From an optimization exercise on the open Yosys and OpenROAD flow, aimed at small area, a short achievable clock period and few clock cycles per item; shortcuts taken in it are not production practice. No run shown here included a check of the RTL's function; only the layout flow was run. No activity file was given, so power comes from the tool's default toggle rates.

[flow/flow/run.sh]
#!/bin/bash
# Standard ORFS layout; the port buffers are the small sky130 buf_1
# instead of the delay buffer buffer_ports picks by default.
set -euo pipefail
bash standard.sh BUFFER_PORTS_ARGS="-buffer_cell sky130_fd_sc_hd__buf_1" finish > standard_flow.log 2>&1
[flow/standard.sh]
#!/bin/bash
# synth_recipe.tcl (not shown) runs the flow's synth.tcl, then flattens the netlist and writes it again
# the make line also repeats each setting of config.mk as NAME=value (left out here)
make -C /OpenROAD-flow-scripts/flow DESIGN_CONFIG=/design/flow/config.mk WORK_HOME=/design/flow/orfs CLKGATE_MAP_FILE= SYNTH_SCRIPT=/design/flow/synth_recipe.tcl "${@:-finish}"
[flow/config.mk]
export PLATFORM = sky130hd
export DESIGN_NAME = pdec_updt_top
export DESIGN_NICKNAME = pdec_updt_top
export VERILOG_FILES = /design/flow/design.v
export SDC_FILE = /design/flow/constraint.sdc
export NUM_CORES = 4
export LEC_CHECK = 0
export CAP_MARGIN = 20
export CORE_AREA = 5 5 275 275
export DIE_AREA = 0 0 280 280
export SETUP_SLACK_MARGIN = 1.85
export SLEW_MARGIN = 20
export SYNTH_HIERARCHICAL = 1
export TNS_END_PERCENT = 5
[flow/constraint.sdc]
create_clock -name core_clock -period 5.0 [get_ports {clk}]
set_input_delay 1.0000 -clock core_clock [delete_from_list [all_inputs] [get_ports {clk}]]
set_output_delay 1.0000 -clock core_clock [all_outputs]
set_load 0.01 [all_outputs]
[flow/design.v]
package pdec_pkg;
  localparam int num_path = 8;
  localparam int num_k    = 164;
  localparam int num_dcrc = 3;
endpackage
`timescale 1ns/1ps
module pdec_ctl_out (
  input  logic       leaf_mode,
  input  logic [2:0] jump_type,
  input  logic       upd_valid,
  input  logic       busy,        
  input  logic       last,        
  input  logic [7:0] srvl_bmp,
  output logic [7:0] list_wen,
  output logic       upd_done
);
  logic one_step;    
  assign one_step = upd_valid & ~(leaf_mode & (jump_type[2] ^ jump_type[1]));
  assign list_wen = (busy | one_step) ? srvl_bmp : 8'd0;
  assign upd_done = busy ? last : one_step;
endmodule
module pdec_reg8 (
  input  logic       clk,
  input  logic [7:0] d,
  output logic [7:0] q
);
  always_ff @(posedge clk) q <= d;
endmodule
`timescale 1ns/1ps
module pdec_cand_bits (
  input  logic [127:0] bit_val,
  input  logic [2:0]   m,
  output logic [31:0]  cand_bit
);
  always_comb begin
    for (int c = 0; c < 32; c++)
      cand_bit[c] = bit_val[4*c+3] ^ (^(bit_val[4*c +: 3] & m));
  end
endmodule
module pdec_mux4 (
  input  logic [3:0] d,
  input  logic [1:0] s,
  output logic       y
);
  assign y = d[s];
endmodule
module pdec_mux2 (
  input  logic [1:0] d,
  input  logic       s,
  output logic       y
);
  assign y = s ? d[1] : d[0];
endmodule
module pdec_bsel (
  input  logic [31:0] d,
  input  logic [4:0]  s,
  output logic        y
);
  logic [7:0] l1;
  logic [1:0] l2;
  for (genvar k = 0; k < 8; k++) begin : g_l1
    pdec_mux4 u (.d(d[4*k +: 4]), .s(s[1:0]), .y(l1[k]));
  end
  for (genvar k = 0; k < 2; k++) begin : g_l2
    pdec_mux4 u (.d(l1[4*k +: 4]), .s(s[3:2]), .y(l2[k]));
  end
  pdec_mux2 u_l3 (.d(l2), .s(s[4]), .y(y));
endmodule
module pdec_wout #(
  parameter int I = 0
) (
  input  logic       leaf_mode,
  input  logic [2:0] jump_type,
  input  logic       busy,        
  input  logic       wfirst,      
  input  logic       bit_q,       
  input  logic [4:0] pm,
  output logic [3:0] wdata
);
  logic is_rep, take_pm, use_parent;
  assign is_rep     = (jump_type == 3'd1);
  assign take_pm    = ~busy & (~leaf_mode | is_rep);
  assign use_parent = ~busy | wfirst;
  assign wdata[3]   = (busy & bit_q) | (take_pm & pm[0]);
  assign wdata[2:0] = ~use_parent ? 3'(I) : is_rep ? pm[3:1] : pm[4:2];
endmodule
module pdec_g_nand2 (
  input  logic a, b,
  output logic y
);
  assign y = ~(a & b);
endmodule
module pdec_g_nand3 (
  input  logic a, b, c,
  output logic y
);
  assign y = ~(a & b & c);
endmodule
module pdec_g_nor2 (
  input  logic a, b,
  output logic y
);
  assign y = ~(a | b);
endmodule
module pdec_g_inv (
  input  logic a,
  output logic y
);
  assign y = ~a;
endmodule
module pdec_rep (
  input  logic [2:0] jump_type,
  output logic       is_rep,
  output logic       rep_n
);
  assign is_rep = (jump_type == 3'd1);
  assign rep_n  = ~is_rep;
endmodule
module pdec_wsrc #(
  parameter int I = 0
) (
  input  logic       leaf_mode,
  input  logic [2:0] jump_type,
  input  logic       busy,
  input  logic       fork_en,
  input  logic       bit_q,
  input  logic [4:0] pm,
  output logic       dec_bit,
  output logic [7:0] src_sel
);
  logic       is_rep, rep_n, fork_n;
  logic [2:0] p, pn;
  pdec_rep u_rep (.jump_type(jump_type), .is_rep(is_rep), .rep_n(rep_n));
  assign dec_bit = (busy & bit_q) | (~busy & (~leaf_mode | is_rep) & pm[0]);
  for (genvar b = 0; b < 3; b++) begin : g_par
    logic x, z;
    pdec_g_nand2 u_x (.a(is_rep), .b(pm[b+1]), .y(x));
    pdec_g_nand2 u_z (.a(rep_n),  .b(pm[b+2]), .y(z));
    pdec_g_nand2 u_p (.a(x), .b(z), .y(p[b]));
    pdec_g_inv   u_n (.a(p[b]), .y(pn[b]));
  end
  pdec_g_inv u_fn (.a(fork_en), .y(fork_n));
  for (genvar e = 0; e < 8; e++) begin : g_sel
    logic eq_n;
    pdec_g_nand3 u_eq (.a(e[2] ? p[2] : pn[2]), .b(e[1] ? p[1] : pn[1]),
                       .c(e[0] ? p[0] : pn[0]), .y(eq_n));
    if (e == I) begin : g_own
      pdec_g_nand2 u_s (.a(fork_en), .b(eq_n), .y(src_sel[e]));
    end else begin : g_other
      pdec_g_nor2  u_s (.a(fork_n), .b(eq_n), .y(src_sel[e]));
    end
  end
endmodule
`timescale 1ns/1ps
module pdec_sel8x6 (
  input  logic [47:0] d,
  input  logic [7:0]  s,
  output logic [5:0]  y
);
  always_comb begin
    y = '0;
    for (int k = 0; k < 8; k++) y = y | (d[6*k +: 6] & {6{s[k]}});
  end
endmodule
module pdec_aoi222 (
  input  logic [2:0] d,
  input  logic [2:0] s,
  output logic       yn
);
  assign yn = ~|(d & s);
endmodule
module pdec_info_mux (
  input  logic [491:0] d,
  input  logic [7:0]   c,
  output logic [2:0]   y
);
  localparam int NG = 55;    
  logic [3*NG-1:0] oh;       
  always_comb begin
    for (int e = 0; e < 3*NG; e++) oh[e] = (e < 164) && (c == 8'(e + 255));
  end
  for (genvar j = 0; j < 3; j++) begin : g_bit
    logic [NG-1:0] yn;
    for (genvar g = 0; g < NG; g++) begin : g_grp
      if (3*g + 2 < 164) begin : g_full
        pdec_aoi222 u (.d({d[3*(3*g+2)+j], d[3*(3*g+1)+j], d[3*(3*g)+j]}),
                       .s(oh[3*g +: 3]), .yn(yn[g]));
      end else begin : g_part
        assign yn[g] = ~((d[3*(3*g+1)+j] & oh[3*g+1]) | (d[3*(3*g)+j] & oh[3*g]));
      end
    end
    assign y[j] = ~&yn;
  end
endmodule
`timescale 1ns/1ps
module pdec_updt_top (
  input  logic         clk,
  input  logic         rst_n,
  input  logic         cfg_leaf_mode,
  input  logic [2:0]   cfg_jump_type,
  input  logic [1:0]   cfg_dcrc_num,
  input  logic         cfg_dcrc_mode,
  input  logic [2:0]   cfg_dcrc_ini,
  input  logic [23:0]  cfg_dcrc_idx,
  input  logic         dec_start,
  input  logic         upd_valid,
  input  logic [7:0]   srvl_bmp,
  input  logic [39:0]  pm_idx,
  input  logic [127:0] bit_val,
  input  logic [491:0] dcrc_info,
  output logic         upd_ready,
  output logic         upd_done,
  output logic [7:0]   list_wen,
  output logic [7:0]   list_waddr,
  output logic [31:0]  list_wdata,
  output logic [15:0]  path_stat,
  output logic         early_term
);
  localparam int NP = pdec_pkg::num_path;
  localparam logic [1:0] ST_CK  = 2'd0;
  localparam logic [1:0] ST_VAL = 2'd1;
  localparam logic [1:0] ST_INV = 2'd3;
  logic          busy_q;         
  logic [1:0]    wstep_q;        
  logic [7:0]    cnt_q;          
  logic [NP-1:0] bit_q;          
  logic [2:0]    mask_q;         
  logic [2:0]    info_q;         
  logic [2:0]    chk_q;          
  logic          mode_q;         
  logic [2:0]    par_q  [NP];
  logic [1:0]    stat_q [NP];
  logic       accept, multi, fork_en, step_en;
  logic       last_q;            
  logic [1:0] last_idx;
  assign accept  = upd_valid & ~busy_q;
  assign multi   = cfg_leaf_mode & (cfg_jump_type[2] ^ cfg_jump_type[1]);   
  assign fork_en = accept;
  assign step_en = busy_q | (upd_valid & ~multi);
  always_comb begin
    case (cfg_jump_type)
      3'd2, 3'd3: last_idx = 2'd1;
      3'd4:       last_idx = 2'd2;
      default:    last_idx = 2'd3;
    endcase
  end
  always_ff @(posedge clk or negedge rst_n) begin
    if (!rst_n)                 busy_q <= 1'b0;
    else if (accept && multi)   busy_q <= 1'b1;
    else if (busy_q && last_q)  busy_q <= 1'b0;
  end
  always_ff @(posedge clk or negedge rst_n) begin
    if (!rst_n)      wstep_q <= 2'd0;
    else if (busy_q) wstep_q <= wstep_q + 2'd1;
    else             wstep_q <= 2'd0;
  end
  always_ff @(posedge clk or negedge rst_n) begin
    if (!rst_n) last_q <= 1'b0;
    else        last_q <= busy_q & ~last_q & (wstep_q + 2'd1 == last_idx);
  end
  always_ff @(posedge clk) begin
    if (dec_start) mode_q <= cfg_dcrc_mode;
  end
  logic [7:0] cnt_d, icnt_q;
  assign cnt_d = dec_start ? 8'd0 : step_en ? cnt_q + 8'd1 : cnt_q;
  always_ff @(posedge clk) cnt_q <= cnt_d;
  pdec_reg8 u_icnt (.clk(clk), .d(cnt_d), .q(icnt_q));
  assign upd_ready = ~busy_q;
  pdec_ctl_out u_ctl_out (
    .leaf_mode (cfg_leaf_mode),
    .jump_type (cfg_jump_type),
    .upd_valid (upd_valid),
    .busy      (busy_q),
    .last      (last_q),
    .srvl_bmp  (srvl_bmp),
    .list_wen  (list_wen),
    .upd_done  (upd_done)
  );
  logic [2:0]    mask0, mask, mask_nxt;
  logic [1:0]    nstep;           
  logic [31:0]   cand_bit;
  logic [NP-1:0] cand_sel;
  always_comb begin
    case (cfg_jump_type)
      3'd3:    mask0 = 3'b100;
      3'd5:    mask0 = 3'b111;
      default: mask0 = 3'b010;
    endcase
  end
  assign nstep = busy_q ? wstep_q + 2'd2 : 2'd1;
  always_comb begin
    mask_nxt = 3'b000;
    case (cfg_jump_type)
      3'd4: if (nstep == 2'd1) mask_nxt = 3'b100;
      3'd5: if (nstep == 2'd1) mask_nxt = 3'b010;
            else if (nstep == 2'd2) mask_nxt = 3'b100;
      default: mask_nxt = 3'b000;
    endcase
  end
  always_ff @(posedge clk) mask_q <= mask_nxt;
  assign mask = busy_q ? mask_q : mask0;
  pdec_cand_bits u_cand (.bit_val(bit_val), .m(mask), .cand_bit(cand_bit));
  for (genvar i = 0; i < NP; i++) begin : g_bsel
    pdec_bsel u_bsel (.d(cand_bit), .s(pm_idx[5*i +: 5]), .y(cand_sel[i]));
  end
  always_ff @(posedge clk) bit_q <= cand_sel;
  logic [NP-1:0] dec_bit;
  logic [7:0]    src_sel [NP];
  for (genvar i = 0; i < NP; i++) begin : g_wpath
    pdec_wout #(.I(i)) u_wout (
      .leaf_mode (cfg_leaf_mode),
      .jump_type (cfg_jump_type),
      .busy      (busy_q),
      .wfirst    (wstep_q == 2'd0),
      .bit_q     (bit_q[i]),
      .pm        (pm_idx[5*i +: 5]),
      .wdata     (list_wdata[4*i +: 4])
    );
    pdec_wsrc #(.I(i)) u_wsrc (
      .leaf_mode (cfg_leaf_mode),
      .jump_type (cfg_jump_type),
      .busy      (busy_q),
      .fork_en   (fork_en),
      .bit_q     (bit_q[i]),
      .pm        (pm_idx[5*i +: 5]),
      .dec_bit   (dec_bit[i]),
      .src_sel   (src_sel[i])
    );
  end
  assign list_waddr = cnt_q;
  logic [2:0] num_mask, info_p1, chk_nxt;
  logic [7:0] pos_nxt;
  assign pos_nxt = cnt_q + 8'd1;
  always_comb begin
    for (int j = 0; j < 3; j++) begin
      num_mask[j] = (j < cfg_dcrc_num);
      chk_nxt[j]  = num_mask[j] & ((dec_start ? 8'd0 : pos_nxt) == cfg_dcrc_idx[8*j +: 8]);
    end
  end
  pdec_info_mux u_info (.d(dcrc_info), .c(icnt_q), .y(info_p1));
  always_ff @(posedge clk) begin
    if (dec_start || step_en) begin
      info_q <= (dec_start ? dcrc_info[2:0] : info_p1) & num_mask;
      chk_q  <= chk_nxt;
    end
  end
  logic [47:0] entry;
  logic [5:0]  src [NP];
  always_comb begin
    for (int k = 0; k < NP; k++)
      entry[6*k +: 6] = {stat_q[k][0],
                         |(chk_q & (par_q[k] ^ info_q)),
                         |(chk_q & par_q[k]),
                         par_q[k]};
  end
  for (genvar i = 0; i < NP; i++) begin : g_path
    logic       fail;
    logic [1:0] stat_src;
    pdec_sel8x6 u_src (.d(entry), .s(src_sel[i]), .y(src[i]));
    assign fail     = step_en & (dec_bit[i] ? src[i][4] : src[i][3]);
    assign stat_src = {~fork_en & stat_q[i][1], src[i][5]};
    always_ff @(posedge clk) begin
      if (dec_start) begin
        par_q[i] <= cfg_dcrc_ini;
      end else if ((fork_en || step_en) && srvl_bmp[i]) begin
        par_q[i] <= src[i][2:0] ^ (info_q & {3{dec_bit[i]}});
      end
    end
    always_ff @(posedge clk) begin
      if (dec_start) begin
        stat_q[i] <= (i == 0) ? ST_VAL : ST_INV;
      end else if (fork_en || step_en) begin
        if (!srvl_bmp[i])   stat_q[i] <= ST_INV;
        else if (fail)      stat_q[i] <= mode_q ? ST_CK : ST_INV;
        else                stat_q[i] <= stat_src;
      end
    end
    assign path_stat[2*i +: 2] = stat_q[i];
  end
  logic all_inv, any_val;
  always_comb begin
    all_inv = 1'b1;
    any_val = 1'b0;
    for (int p = 0; p < NP; p++) begin
      all_inv = all_inv & (stat_q[p] == ST_INV);
      any_val = any_val | (stat_q[p] == ST_VAL);
    end
  end
  assign early_term = mode_q ? ~any_val : all_inv;
endmodule
==> results of run 1 <==
[per-module statistics from Yosys, one instance, submodules excluded, a selection]
module | flops+latches | copies in the design | cells
pdec_updt_top | 69 | 1 | 528
pdec_mux2 | 0 | 8 | 1
pdec_sel8x6 | 0 | 8 | 30
pdec_mux4 | 0 | 80 | 1
pdec_g_nand2 | 0 | 80 | 1
pdec_aoi222 | 0 | 162 | 1
pdec_cand_bits | 0 | 1 | 201
pdec_ctl_out | 0 | 1 | 22
[repair_timing]
action / in CTS / in global routing
setup buffers: 26 / 30
endpoints found under the setup margin: 98 / 83
hold endpoints to repair: 0 / 0
gates resized for setup: 132 / 85
pin swaps: 28 / 23
[final timing paths]
path / from / endpoint / slack, ps / depth (start not counted)
setup / recovery: u_icnt.q[1]$_DFF_P_ / info_q[2]$_DFFE_PP_ / 1360 / 11
hold / removal: rst_n / wstep_q[0]$_DFF_PN0_ / 470 / 1
setup reg to reg: u_icnt.q[1]$_DFF_P_ / info_q[2]$_DFFE_PP_ / 1360 / 11
hold reg to reg: wstep_q[0]$_DFF_PN0_ / wstep_q[0]$_DFF_PN0_ / 500 / 1
max in group asynchronous: rst_n / busy_q$_DFFE_PN0P_ / 4290 / 1
min in group core_clock: wstep_q[0]$_DFF_PN0_ / wstep_q[0]$_DFF_PN0_ / 500 / 1
[critical path, delay by kind of cell, from the launching register on]
family | cells | cell delay [ps]
flip-flops | 1 | 370
AND/OR/NAND/NOR | 6 | 1430
multiplexers | 1 | 150
AO/OA/AOI/OAI | 2 | 1120
buffers and inverters | 2 | 310
[final cells by class]
type | instances | area [sq um] | area share
Timing Repair Buffer | 884 | 3905 | 0.1901
Antenna cell | 8 | 20.02 | 0.0009747
Tap cell | 959 | 1200 | 0.05842
Clock inverter | 4 | 48.80 | 0.002376
Clock buffer | 12 | 236.5 | 0.01151
Sequential cell | 77 | 1898 | 0.09242
Inverter | 78 | 311.5 | 0.01517
Multi-Input combinational cell | 1693 | 12920 | 0.6290
[logic make-up (layout without fill, tap and decap cells)]
family / count (synthesis) / after routing
xor gates and xnor gates: 174 / 174
muxes: 114 / 114
adders and majority gates: 4 / 4
AOI/OAI and AO/OA: 494 / 494
and+or+nand+nor: 907 / 907
DFF: 77 / 77
other: 0 / 8
buffers and inverters: 151 / 978
[flip-flops by register name, summed over array words and instances, names as in the netlist]
name,cells
mask_q,2
par_q,24
busy_q,1
mode_q,1
wstep_q,2
u_icnt.q,8
bit_q,8
stat_q,16
last_q,1
chk_q,3
cnt_q,8
info_q,3
[power by group through the flow]
| stage | logic [mW] | clock network [mW] | registers, mW |
|---|---|---|---|
| floorplan | 2.84 | 0 | 1.10 |
| detailed placement | 4.25 | 0 | 1.42 |
| global placement | 4.23 | 0 | 1.42 |
| finish | 4.90 | 0.678 | 1.42 |
| global route | 5.15 | 0.713 | 1.40 |
| CTS | 4.54 | 0.697 | 1.40 |
[through the flow]
stage	utilization	total power, mW	hold slack [ps]
after floorplan	-	3.945	455.6
after global placement	0.2597	5.653	486.2
after detailed placement	0.2597	5.666	487.2
after CTS	0.2743	6.640	452.6
after global routing	0.2828	7.261	482.3
final	0.2829	6.998	469.1
[layer usage]
metal | track usage | up-vias | wire length (um)
li1 | - | 9278 | -
met1 | 0.3368 | 10487 | 42080
met2 | 0.4174 | 1677 | 50830
met3 | 0.07747 | 320 | 13450
met4 | 0.1084 | 12 | 5790
met5 | 0 | - | 80
[cells in the final DEF (no fill, tap or decap), drive strengths merged, types with 9 or more instances in the layout]
cell type / instances
nand2b: 17
nor2b: 27
nand2: 284
buf: 881
a21o: 10
xor2: 102
dfxtp: 42
a41oi: 10
a222oi: 179
edfxtp: 31
o21ai: 46
mux4: 80
a22oi: 196
xnor2: 70
mux2i: 25
nand4: 96
nor2: 318
mux2: 9
clkbuf: 15
or3: 11
or2: 10
nand3: 84
nor3b: 17
a21oi: 22
nor3: 11
inv: 74
==> flow_summary.yaml, run 1 <==
clocking:
  cts_max_path_buffers: 2
  clk_transition_reported_paths_ps: 70
  insertion_delay_ps: 370
  cts_buffers: 9
  tritoncts_clock_tree: "done"
  clock-sinks: 77
  total_number_of_h_tree_levels: 3
  cts.hold.buffers_added: 0
  cts.root.buffer_cell: "clkbuf_16"
synthesis:
  synth_area_leaders: "mux4_2 (12%), a222oi_1 (12%), a22oi_1 (10%)"
  netlist.area_leader.share: 0.1223
  post_synth_instance_area_sq_um: 14730
  synth-simple-area-share: 0.2903
  avg_synthesized_cell_area_sq_um: 7.667
  synth.net_count: 2631
  synth_top_family_by_area: "simple AND/OR/NAND/NOR gates"
  synth-compound-area-share: 0.2775
  share_of_synthesized_cell_area_in_full_adder_half_adder_and_majority_cells: 0.003398
  primary_flip_flop_cell_chosen_by_synthesis_mapping: "dfxtp_1"
  ys_seq_area_frac: 0.1271
  ys_types: 68
  postSynthRegisterBits: 77
  synth-warning-count: 17
  muxShareOfSynthArea: 0.1482
  synthXorXnorAreaFrac: 0.1059
  post-synth-top-count-cell: "nor2_1"
  ys_async_sr_fraction: 0.05195
  cell_type_with_the_highest_aggregate_area_in_the_netlist: "mux4_2"
  synthesis.instances: 1921
  synth_edf_count: 31
  post_synth_most_frequent_cells: "nor2_1 (317), nand2_1 (284), a22oi_1 (196), a222oi_1 (179), xor2_1 (101)"
place:
  detailed_place_hpwl_um: 91410
  dp_cells: 3634
  post_dp_cell_area_sq_um: 18850
  gp_congestion: 1.104
  port_buffers: 772
  dp_worst_setup_slack_ps: 560.0
setup_path:
  critPathKind: "register to register"
  worst_path_required_ps: 5120
  critical-path-slowest-cell: "a222oi_1"
  critical_path.endpoint_type: "register"
  critical_path_peak_fanout: 7
  startpoint_type: "register"
  cp.arrival_ps: 3760
  crit_path_max_incr_delay_ps: 950
  crit_path_cell_trace: "nor2b_4 -> nand2_4 -> buf_4 -> buf_4 -> nor2_1 -> a222oi_1 -> nand4_1 -> nor4_1 -> o2111ai_1 -> mux2i_1 -> nor2_1"
floorplanning:
  initial_utilization: 0.2029
  chipHeight_um: 280
  die_width_um: 280
  core_area_sq_um: 72590
  design.portCount: 773
  core.rowCount: 99
  fp.dieArea_sq_um: 78400
timing:
  share_of_the_cycle_needed_by_the_critical_path_after_routing: 0.7280
  setup_violations: 0
  tightest_slew_ps: 1161
  relative_slew_slack: 0.2258
  maxSlewViolCount: 0
  clock-skew-final_ps: 13.21
  fin_setup_tns_ps: 0
  final-hold-violation-count: 0
  setup_ws_ps: 1360
  layout_min_cycle_time_ps: 3640
  setup_repair_after_global_routing_missed_its_margin: "yes"
  max_freq_mhz: 274.7
grt:
  grt_start_max_net_pins: 45
  grt_pass1_vias: 20449
  grt_antenna_before_repair: 17
  track_usage: 0.2636
  globalRouteOverflowTotal: 0
  grt_pass1_wl_um: 150300
detailed_routing:
  wire_per_inst_um: 30.21
  drtIter0Drc: 4089
  route.vias.total: 21774
  ant_nets: 0
  drt_first_pass_iters: 14
  wl_um: 112200
  drt_drc_violations_left: 0
  drt-vias-per-instance: 5.861
pwr:
  leakage_power_figure_nw: 6.783
  peakVddDrop_mv: 0.2018
  power_frac_comb: 0.701
  switching_part_of_the_total: 0.5381
  cellPowerDensity_nw_per_um2: 340.7
  p_int_mw: 3.232
  p_clk_frac: 0.097
  power.sequential.fraction: 0.202
  p_sw_mw: 3.766
worst_hold_path:
  class_of_the_tightest_hold_or_removal_check: "input pin to async pin"
job:
  timing.max_cap.violations: 0
cells_and_area:
  final_design_area_no_fill_sq_um: 20540
  flow.area_growth_from_synthesis_pct: 39.45
  layout.filler_cells: 8154
  layout.cells.non_filler: 3715
  nets: 3453
  drive_above_1_share: 0.1463
run_status:
  status: "timing/DRC/antenna clean"
==> run 2: changes to the inputs <==
--- a/flow/design.v
+++ b/flow/design.v
@@ -37,34 +37,20 @@
       cand_bit[c] = bit_val[4*c+3] ^ (^(bit_val[4*c +: 3] & m));
   end
 endmodule
-module pdec_mux4 (
-  input  logic [3:0] d,
-  input  logic [1:0] s,
-  output logic       y
-);
-  assign y = d[s];
-endmodule
-module pdec_mux2 (
-  input  logic [1:0] d,
-  input  logic       s,
-  output logic       y
-);
-  assign y = s ? d[1] : d[0];
-endmodule
 module pdec_bsel (
   input  logic [31:0] d,
   input  logic [4:0]  s,
   output logic        y
 );
-  logic [7:0] l1;
-  logic [1:0] l2;
-  for (genvar k = 0; k < 8; k++) begin : g_l1
-    pdec_mux4 u (.d(d[4*k +: 4]), .s(s[1:0]), .y(l1[k]));
-  end
-  for (genvar k = 0; k < 2; k++) begin : g_l2
-    pdec_mux4 u (.d(l1[4*k +: 4]), .s(s[3:2]), .y(l2[k]));
+  logic [3:0] lo;
+  logic [7:0] hi;
+  logic [7:0] grp;
+  always_comb begin
+    for (int k = 0; k < 4; k++) lo[k] = (s[1:0] == 2'(k));
+    for (int k = 0; k < 8; k++) hi[k] = (s[4:2] == 3'(k));
+    for (int g = 0; g < 8; g++) grp[g] = |(d[4*g +: 4] & lo);
+    y = |(grp & hi);
   end
-  pdec_mux2 u_l3 (.d(l2), .s(s[4]), .y(y));
 endmodule
 module pdec_wout #(
   parameter int I = 0
@@ -169,6 +155,12 @@
 );
   assign yn = ~|(d & s);
 endmodule
+module pdec_inv (
+  input  logic a,
+  output logic y
+);
+  assign y = ~a;
+endmodule
 module pdec_info_mux (
   input  logic [491:0] d,
   input  logic [7:0]   c,
@@ -180,16 +172,18 @@
     for (int e = 0; e < 3*NG; e++) oh[e] = (e < 164) && (c == 8'(e + 255));
   end
   for (genvar j = 0; j < 3; j++) begin : g_bit
-    logic [NG-1:0] yn;
+    logic [NG-1:0] t;
     for (genvar g = 0; g < NG; g++) begin : g_grp
+      logic tn;
       if (3*g + 2 < 164) begin : g_full
         pdec_aoi222 u (.d({d[3*(3*g+2)+j], d[3*(3*g+1)+j], d[3*(3*g)+j]}),
-                       .s(oh[3*g +: 3]), .yn(yn[g]));
+                       .s(oh[3*g +: 3]), .yn(tn));
       end else begin : g_part
-        assign yn[g] = ~((d[3*(3*g+1)+j] & oh[3*g+1]) | (d[3*(3*g)+j] & oh[3*g]));
+        assign tn = ~((d[3*(3*g+1)+j] & oh[3*g+1]) | (d[3*(3*g)+j] & oh[3*g]));
       end
+      pdec_inv u_i (.a(tn), .y(t[g]));
     end
-    assign y[j] = ~&yn;
+    assign y[j] = |t;
   end
 endmodule
 `timescale 1ns/1ps
==> run 2 against run 1 <==
Compared with the run above: non-clock buffer count grew 115; combinational power is 9.2% higher; clock power hardly changed; critical endpoint is now info_q[0]$_DFFE_PP_; first-iteration DRC count grew 2.4%; clock skew increased by 4.0 ps; synthesized area is 8.7% higher; wire length grew 2.6%; final cell count increased by 14%; count of clock-buffer cells in the layout decreased by 2; sequential power down 9.9%; highest routed layer unchanged; cell area grew 14%; setup slack improved by 360 ps.
==> flow_summary.yaml, run 2 <==
pwr:
  leakage_power_figure_nw: 9.589
  peakVddDrop_mv: 0.2100
  cellPowerDensity_nw_per_um2: 311.9
setup_path:
  cp.arrival_ps: 3410
  startpoint_type: "register"
  worst_path_required_ps: 5130
  critPathKind: "register to register"
  critical_path.endpoint_type: "register"
  worst-r2r-setup-slack_ps: 1720
  critical_path_peak_fanout: 5
cells_and_area:
  largest_register: "par_q"
  post-route-util: 0.3227
  largestRegisters: "par_q (24), stat_q (16)"
  multi_input_gate_area_sq_um: 13990
  final_cell_mix: "buf_1 (766), nand2_1 (288), nor2_1 (255)"
  largest_reg_flops: 24
  most_common_library_cell_in_the_layout_ignoring_fill_and_taps: "buf_1"
  flow.area_growth_from_synthesis_pct: 46.38
  layout.filler_cells: 8069
  final_design_area_no_fill_sq_um: 23430
  regArea_sq_um: 1898
  nets: 3961
  drive_above_1_share: 0.1640
synthesis:
  synth_edf_count: 31
  synth.net_count: 3039
  avg_synthesized_cell_area_sq_um: 6.872
  post_synth_most_frequent_cells: "nand2_1 (334), nor2_1 (325), inv_1 (243), a22oi_1 (225), a222oi_1 (179)"
  post_synth_instance_area_sq_um: 16000
  synth-compound-area-share: 0.2853
  primary_flip_flop_cell_chosen_by_synthesis_mapping: "dfxtp_1"
  share_of_synthesized_cell_area_in_full_adder_half_adder_and_majority_cells: 0.003127
  ys_types: 67
  synthesis.instances: 2329
  synth-warning-count: 18
  synth_area_leaders: "a222oi_1 (11%), a22oi_1 (11%), mux2i_1 (9.6%)"
  post-synth-top-count-cell: "nand2_1"
  synthXorXnorAreaFrac: 0.09741
  ys_async_sr_fraction: 0.05195
  synth-simple-area-share: 0.3044
  ys_seq_area_frac: 0.1170
  postSynthRegisterBits: 77
  cell_type_with_the_highest_aggregate_area_in_the_netlist: "a222oi_1"
  synth_top_family_by_area: "simple AND/OR/NAND/NOR gates"
  muxShareOfSynthArea: 0.09640
  netlist.area_leader.share: 0.1120
timing:
  maxSlewViolCount: 0
  max_freq_mhz: 305.0
  setup_repair_after_global_routing_missed_its_margin: "yes"
  final-hold-violation-count: 0
  clock-skew-final_ps: 17.20
  setup_violations: 0
  fin_setup_tns_ps: 0
  tightest_slew_ps: 943.0
  layout_min_cycle_time_ps: 3279
  relative_slew_slack: 0.3713
  share_of_the_cycle_needed_by_the_critical_path_after_routing: 0.6558
grt:
  track_usage: 0.2688
  globalRouteMet2Util: 0.4521
  grt_antenna_before_repair: 11
  global_route.usage.met1: 0.3151
  gr-usage-met3: 0.07605
  grt_pass1_wl_um: 156900
  grt_start_max_net_pins: 50
  top_usage_layer: "met2"
  globalRouteOverflowTotal: 0
  grt_pass1_vias: 22905
place:
  port_buffers: 772
  post_dp_cell_area_sq_um: 20120
  gp_congestion: 1.195
  detailed_place_hpwl_um: 91770
clocking:
  cts_buffers: 9
  tritoncts_clock_tree: "done"
  insertion_delay_ps: 390
  cts.root.buffer_cell: "clkbuf_16"
  clk_transition_reported_paths_ps: 70
  cts.hold.buffers_added: 0
  clock-sinks: 77
  cts_max_path_buffers: 2
  total_number_of_h_tree_levels: 3
run_status:
  status: "timing/DRC/antenna clean"
job:
  timing.max_cap.violations: 0
floorplanning:
  core.rowCount: 99
  die_width_um: 280
  initial_utilization: 0.2205
  core_area_sq_um: 72590
  chipHeight_um: 280
  fp.dieArea_sq_um: 78400
  design.portCount: 773
detailed_routing:
  drt-vias-per-instance: 5.722
  drt_first_pass_iters: 12
  drt_drc_violations_left: 0
  ant_nets: 0
  wl_um: 115200
  drtIter0Drc: 4186
  route.vias.total: 24181
  wire_per_inst_um: 27.26
worst_hold_path:
  class_of_the_tightest_hold_or_removal_check: "input pin to async pin"
==> run 2: cell count changes after synthesis, moves of 17 or more <==
| cell | previous run | this run |
|---|---|---|
| nand2_1 | 284 | 334 |
| nand4_1 | 95 | 65 |
| inv_1 | 78 | 243 |
| mux2i_1 | 25 | 153 |
| a21oi_1 | 22 | 46 |
| nor4_1 | 8 | 38 |
| nand3_1 | 78 | 95 |
| mux4_2 | 80 | 0 |
| a22oi_1 | 196 | 225 |
==> run 2: final timing paths <==
kind / from / endpoint / cells past startpoint
max in group asynchronous: rst_n / busy_q$_DFFE_PN0P_ / 1
min in group core_clock: wstep_q[0]$_DFF_PN0_ / wstep_q[0]$_DFF_PN0_ / 1
max: u_icnt.q[4]$_DFF_P_ / info_q[0]$_DFFE_PP_ / 12
min reg2reg: wstep_q[0]$_DFF_PN0_ / wstep_q[0]$_DFF_PN0_ / 1
max reg2reg: u_icnt.q[4]$_DFF_P_ / info_q[0]$_DFFE_PP_ / 12
min: rst_n / wstep_q[0]$_DFF_PN0_ / 1
==> run 2: cell families after synthesis <==
family	after synthesis
and+or+nand+nor	1025
adders and majority gates	4
AOI/OAI and AO/OA	563
buffers and inverters	332
muxes	154
DFF	77
xor gates and xnor gates	174
==> run 2: timing repair <==
action / in CTS / in global routing
gates resized for setup: 231 / 190
gates cloned: 1 / 3
setup endpoints to repair: 83 / 83
pin swaps: 51 / 85
setup buffers: 62 / 80
==> run 2: area by class of cell <==
type                    instances  share of cell area
clock inverters                 6            0.002083
well taps                     959             0.05122
diodes                         11            0.001175
flip-flops and latches         77             0.08102
inverters                     243             0.04059
repair buffers                999              0.2170
multi-input cells            1921              0.5972
clock buffers                  10            0.009774
==> run 2: worst max-delay path, stage by stage, from the launching register on <==
cell      delay (ps)
dfxtp_4          360
nor2b_4          150
nand2_4          110
buf_12           140
buf_4            130
nor2_1            60
a222oi_1         740
inv_1            130
nor4_2           240
nand4_1          180
or4_4            580
mux2i_1          150
nor2_1            60
==> run 2: modules after synthesis, one instance, submodules excluded, a selection <==
module          copies in the design  cells inside  flip-flops and latches  area (sq um)
pdec_aoi222                      162             1                       0         10.01
pdec_bsel                          8            41                       0         325.3
pdec_cand_bits                     1           201                       0          1275
pdec_g_nand2                      80             1                       0         3.754
pdec_g_nand3                      64             1                       0         5.005
pdec_g_nor2                       56             1                       0         3.754
pdec_info_mux                      1           287                       0          1329
pdec_inv                         165             1                       0         3.754
pdec_reg8                          1             8                       8         160.2
pdec_sel8x6                        8            30                       0         217.7
pdec_updt_top                      1           528                      69          4534
==> run 2: power breakdown <==
part           total [mW]  switching, mW  internal (mW)  leakage, nW
clock               0.676          0.334          0.342        0.139
sequential           1.28          0.443          0.841        0.716
combinational        5.35           3.35           2.00         8.73
total                7.31           4.13           3.18         9.59
==> run 2: through the flow <==
step	hold slack [ps]	cells	setup WS [ps]	total power, mW
final	434.7	4226	1721	7.307
after global routing	449.7	4220	1712	7.646
after CTS	424.6	4132	1752	6.810
after detailed placement	476.8	4053	759.2	5.752
after global placement	485.4	4053	780.6	5.729
after floorplan	455.6	2329	1978	3.771
==> run 2: routing by layer <==
layer,up-vias,routed length [um]
li1,10617,-
met1,11428,41440
met2,1779,54430
met3,353,12240
met4,4,7045
met5,-,31
==> run 3: changes to the inputs <==
--- a/flow/design.v
+++ b/flow/design.v
@@ -155,35 +155,49 @@
 );
   assign yn = ~|(d & s);
 endmodule
-module pdec_inv (
-  input  logic a,
-  output logic y
+module pdec_nand3 (
+  input  logic [2:0] a,
+  output logic       y
 );
-  assign y = ~a;
+  assign y = ~&a;
+endmodule
+module pdec_nor3 (
+  input  logic [2:0] a,
+  output logic       y
+);
+  assign y = ~|a;
 endmodule
 module pdec_info_mux (
   input  logic [491:0] d,
   input  logic [7:0]   c,
   output logic [2:0]   y
 );
-  localparam int NG = 55;    
-  logic [3*NG-1:0] oh;       
+  localparam int NG = 54;    
+  logic [163:0] oh;          
   always_comb begin
-    for (int e = 0; e < 3*NG; e++) oh[e] = (e < 164) && (c == 8'(e + 255));
+    for (int e = 0; e < 164; e++) oh[e] = (c == 8'(e + 255));
   end
   for (genvar j = 0; j < 3; j++) begin : g_bit
-    logic [NG-1:0] t;
+    logic [NG-1:0] tn;       
+    logic [17:0]   l1;       
+    logic [5:0]    l2n;
+    logic [1:0]    l3;
+    logic          last_n;   
     for (genvar g = 0; g < NG; g++) begin : g_grp
-      logic tn;
-      if (3*g + 2 < 164) begin : g_full
-        pdec_aoi222 u (.d({d[3*(3*g+2)+j], d[3*(3*g+1)+j], d[3*(3*g)+j]}),
-                       .s(oh[3*g +: 3]), .yn(tn));
-      end else begin : g_part
-        assign tn = ~((d[3*(3*g+1)+j] & oh[3*g+1]) | (d[3*(3*g)+j] & oh[3*g]));
-      end
-      pdec_inv u_i (.a(tn), .y(t[g]));
+      pdec_aoi222 u (.d({d[3*(3*g+2)+j], d[3*(3*g+1)+j], d[3*(3*g)+j]}),
+                     .s(oh[3*g +: 3]), .yn(tn[g]));
+    end
+    assign last_n = ~((d[3*163+j] & oh[163]) | (d[3*162+j] & oh[162]));
+    for (genvar k = 0; k < 18; k++) begin : g_l1
+      pdec_nand3 u (.a(tn[3*k +: 3]), .y(l1[k]));
+    end
+    for (genvar k = 0; k < 6; k++) begin : g_l2
+      pdec_nor3 u (.a(l1[3*k +: 3]), .y(l2n[k]));
+    end
+    for (genvar k = 0; k < 2; k++) begin : g_l3
+      pdec_nand3 u (.a(l2n[3*k +: 3]), .y(l3[k]));
     end
-    assign y[j] = |t;
+    assign y[j] = l3[0] | l3[1] | ~last_n;
   end
 endmodule
 `timescale 1ns/1ps
--- a/flow/config.mk
+++ b/flow/config.mk
@@ -11,4 +11,4 @@
 export SETUP_SLACK_MARGIN = 1.85
 export SLEW_MARGIN = 20
 export SYNTH_HIERARCHICAL = 1
-export TNS_END_PERCENT = 5
+export TNS_END_PERCENT = 0
==> run 3 against run 2 <==
Compared with the run above: still clean; clock skew is 0.96 ps lower; cell area is 5.4% lower; count of clock-buffer cells in the layout stayed put; non-clock buffer count is 45 lower; via count is 2.6% lower; die area stayed put.
==> flow_summary.yaml, run 3 <==
pwr:
  power.sequential.fraction: 0.186
  cellPowerDensity_nw_per_um2: 328.0
  p_clk_frac: 0.112
  leakage_power_figure_nw: 7.965
  switching_part_of_the_total: 0.5622
  p_total_mw: 7.268
  peakVddDrop_mv: 0.3319
  power_frac_comb: 0.702
  p_int_mw: 3.182
  p_sw_mw: 4.086
grt:
  grt_pass1_vias: 21733
  grt_antenna_before_repair: 18
  grt_start_max_net_pins: 50
  globalRouteOverflowTotal: 0
  track_usage: 0.2511
  grt_pass1_wl_um: 147400
setup_path:
  critical_path.most_common_cell: "nor2_1"
  worst-r2r-setup-slack_ps: 1730
  crit_path_cell_trace: "nor2b_2 -> nand2_4 -> buf_4 -> nor2_1 -> a222oi_1 -> nand3_1 -> nor3_2 -> nand3_1 -> nor2_1 -> o21ai_0 -> mux2i_1 -> nor2_1"
  crit_path_max_incr_delay_ps: 640
  worst_path_required_ps: 5140
  startpoint_type: "register"
  critPathKind: "register to register"
  critical_path_peak_fanout: 9
  critical-path-slowest-cell: "a222oi_1"
  crit_cells: 12
  worst_path_dominant_cell_family: "simple AND/OR/NAND/NOR gates"
  endpoint_of_the_worst_slack_reg_to_reg_timing_path: "info_q[2]$_DFFE_PP_"
  critical_path.endpoint_type: "register"
  cp.arrival_ps: 3400
  r2r_start: "u_icnt.q[0]$_DFF_P_"
  rr_worst_depth: 12
  timing.critical_path.buf_inv: 1
clocking:
  tritoncts_clock_tree: "done"
  cts.hold.buffers_added: 0
  cts_buffers: 9
  clk_transition_reported_paths_ps: 80
  total_number_of_h_tree_levels: 3
  cts.root.buffer_cell: "clkbuf_16"
  clock-sinks: 77
  cts_max_path_buffers: 2
  insertion_delay_ps: 380
detailed_routing:
  drt_first_pass_iters: 13
  route.vias.total: 23557
  wl_um: 109900
  ant_nets: 0
  drtIter0Drc: 4078
  wire_per_inst_um: 27.22
  drt-vias-per-instance: 5.832
  drt_drc_violations_left: 0
floorplanning:
  design.portCount: 773
  core.rowCount: 99
  fp.dieArea_sq_um: 78400
  die_width_um: 280
  initial_utilization: 0.2160
  chipHeight_um: 280
  core_area_sq_um: 72590
place:
  detailed_place_hpwl_um: 85370
  dp_cells: 3898
  gp_congestion: 1.044
  port_buffers: 772
timing:
  max_freq_mhz: 306.2
  share_of_the_cycle_needed_by_the_critical_path_after_routing: 0.6531
  fin_setup_tns_ps: 0
  setup_repair_after_global_routing_missed_its_margin: "yes"
  hold_slack_ps: 455.5
  tightest_slew_ps: 1016
  layout_min_cycle_time_ps: 3266
  setup_violations: 0
  final-hold-violation-count: 0
  relative_slew_slack: 0.3215
  maxSlewViolCount: 0
  clock-skew-final_ps: 16.24
cells_and_area:
  drive_above_1_share: 0.1483
  largest_reg_flops: 24
  largestRegisters: "par_q (24), stat_q (16)"
  layout.cells.non_filler: 4039
  multi_input_gate_area_sq_um: 13770
  most_common_library_cell_in_the_layout_ignoring_fill_and_taps: "buf_1"
  final_cell_mix: "buf_1 (758), nand2_1 (283), nor2_1 (270)"
  layout.filler_cells: 8046
  regArea_sq_um: 1893
  flow.area_growth_from_synthesis_pct: 41.34
  nets: 3774
  largest_register: "par_q"
run_status:
  status: "timing/DRC/antenna clean"
synthesis:
  synth_area_leaders: "a222oi_1 (11%), a22oi_1 (11%), mux2i_1 (9.8%)"
  post-synth-top-count-cell: "nor2_1"
  post_synth_most_frequent_cells: "nor2_1 (327), nand2_1 (321), a22oi_1 (228), a222oi_1 (179)"
  postSynthRegisterBits: 77
  ys_async_sr_fraction: 0.05195
  cell_type_with_the_highest_aggregate_area_in_the_netlist: "a222oi_1"
  synth_edf_count: 31
  avg_synthesized_cell_area_sq_um: 7.166
  synth-warning-count: 18
  synthesis.instances: 2188
  netlist.area_leader.share: 0.1143
  post_synth_instance_area_sq_um: 15680
  ys_seq_area_frac: 0.1194
  synth.net_count: 2898
  ys_types: 71
  primary_flip_flop_cell_chosen_by_synthesis_mapping: "dfxtp_1"
job:
  timing.max_cap.violations: 0
worst_hold_path:
  class_of_the_tightest_hold_or_removal_check: "input pin to async pin"
## run 3: cell type report
type,instances,area share
Antenna cell,11,0.001242
Clock inverter,6,0.004178
Sequential cell,77,0.08542
Clock buffer,10,0.01129
Inverter,78,0.01485
Multi-Input combinational cell,1944,0.6212
Tap cell,959,0.05414
Timing Repair Buffer,954,0.2076
## run 3: worst max-delay path by stage
| stage | start | end | slack, ps |
|---|---|---|---|
| 6_report | u_icnt.q[0]$_DFF_P_ | info_q[2]$_DFFE_PP_ | 1730 |
| 5_1_grt | cfg_jump_type[2] | bit_q[4]$_DFF_P_ | 1660 |
| 4_1_cts | cfg_jump_type[1] | stat_q[3][0]$_SDFFE_PP1N_ | 1750 |
| 3_5_place_dp | u_icnt.q[3]$_DFF_P_ | info_q[2]$_DFFE_PP_ | 910 |
| 3_3_place_gp | u_icnt.q[3]$_DFF_P_ | info_q[2]$_DFFE_PP_ | 920 |
| 2_1_floorplan | busy_q$_DFFE_PN0P_ | bit_q[0]$_DFF_P_ | 1980 |
## run 3: power by group through the flow
stage	combinational (mW)	clock, mW	sequential (mW)
5_1_grt	5.39	0.842	1.33
3_3_place_gp	4.34	0	1.36
4_1_cts	4.52	0.823	1.36
3_5_place_dp	4.36	0	1.36
2_1_floorplan	2.76	0	1.07
6_report	5.10	0.812	1.35
## run 3: cells by family (layout without fill, tap and decap cells)
logic type,count (synthesis),count (layout),synth area share
simple gates,1046,1046,0.3251
compound gates,566,566,0.2919
xor+xnor,174,174,0.09943
buf+inv,167,1048,0.06264
mux,154,154,0.09839
flops,77,77,0.1194
fa+ha+maj,4,4,0.003192
other cells,0,11,0
## run 3: routing by layer
| metal | wire [um] | part of all wire | up-vias | GRT usage |
|---|---|---|---|---|
| met5 | 115 | 0.0010 | - | 0 |
| met4 | 6406 | 0.058 | 10 | 0.1065 |
| met3 | 13400 | 0.12 | 421 | 0.07272 |
| met2 | 50340 | 0.46 | 1774 | 0.4135 |
| met1 | 39670 | 0.36 | 11126 | 0.3068 |
| li1 | - | - | 10226 | - |
## run 3: metrics by stage
| step | util | setup WS (ps) | instance area, sq um |
|---|---|---|---|
| floorplan | - | 1978 | 15680 |
| global placement | 0.2703 | 924.4 | 19620 |
| detailed placement | 0.2703 | 908.0 | 19620 |
| CTS | 0.2858 | 1748 | 20740 |
| global route | 0.3052 | 1661 | 22150 |
| finish | 0.3053 | 1734 | 22160 |
## run 3: modules after synthesis, one instance, submodules excluded, excerpt
module          area [sq um]  flip-flops and latches
pdec_g_nor2            3.754                       0
pdec_info_mux           1144                       0
pdec_g_nand3           5.005                       0
pdec_reg8              160.2                       8
pdec_ctl_out           136.4                       0
pdec_bsel              325.3                       0
pdec_g_nand2           3.754                       0
pdec_updt_top           4534                      69
pdec_aoi222            10.01                       0
pdec_cand_bits          1275                       0
## run 3: what timing repair did
action,CTS,global route
endpoints found under the setup margin,104,97
buffers inserted,28,80
pin swaps,13,70
cloned,0,6
resized for setup,152,154

separate check: timing with driven ports:
The results above use ideal ports. As a check the final layouts listed here were re-extracted and re-timed, cells and wires unchanged. Step 1, drivers: a clkbuf_16 drives clk and a buf_2 each remaining input, both assumed. Step 2 times the ports against the registers' clock, not the clock port: input delays grow and output delays shrink by t, the midpoint of the rising clock arrivals with the driver on. Slacks: ideal / step 1 / step 2; pairs: ideal / step 1.
| run | shift t [ns] | setup slack, ns | worst slew at a driven data input, ns | pins driven straight from the clock port |
|---|---|---|---|---|
| run 1 | 0.427 | 1.360 / 1.360 / 1.043 | 0.21 | 1 |
| run 2 | 0.436 | 1.721 / 1.721 / 1.301 | 0.17 | 1 |
| run 3 | 0.428 | 1.734 / 1.711 / 1.420 | 0.20 | 1 |
After both steps setup and hold are still met in every run listed. For run 2, which loses most, drivers alone change the setup slack by 0.000 ns; drivers and shift together by -0.420 ns.
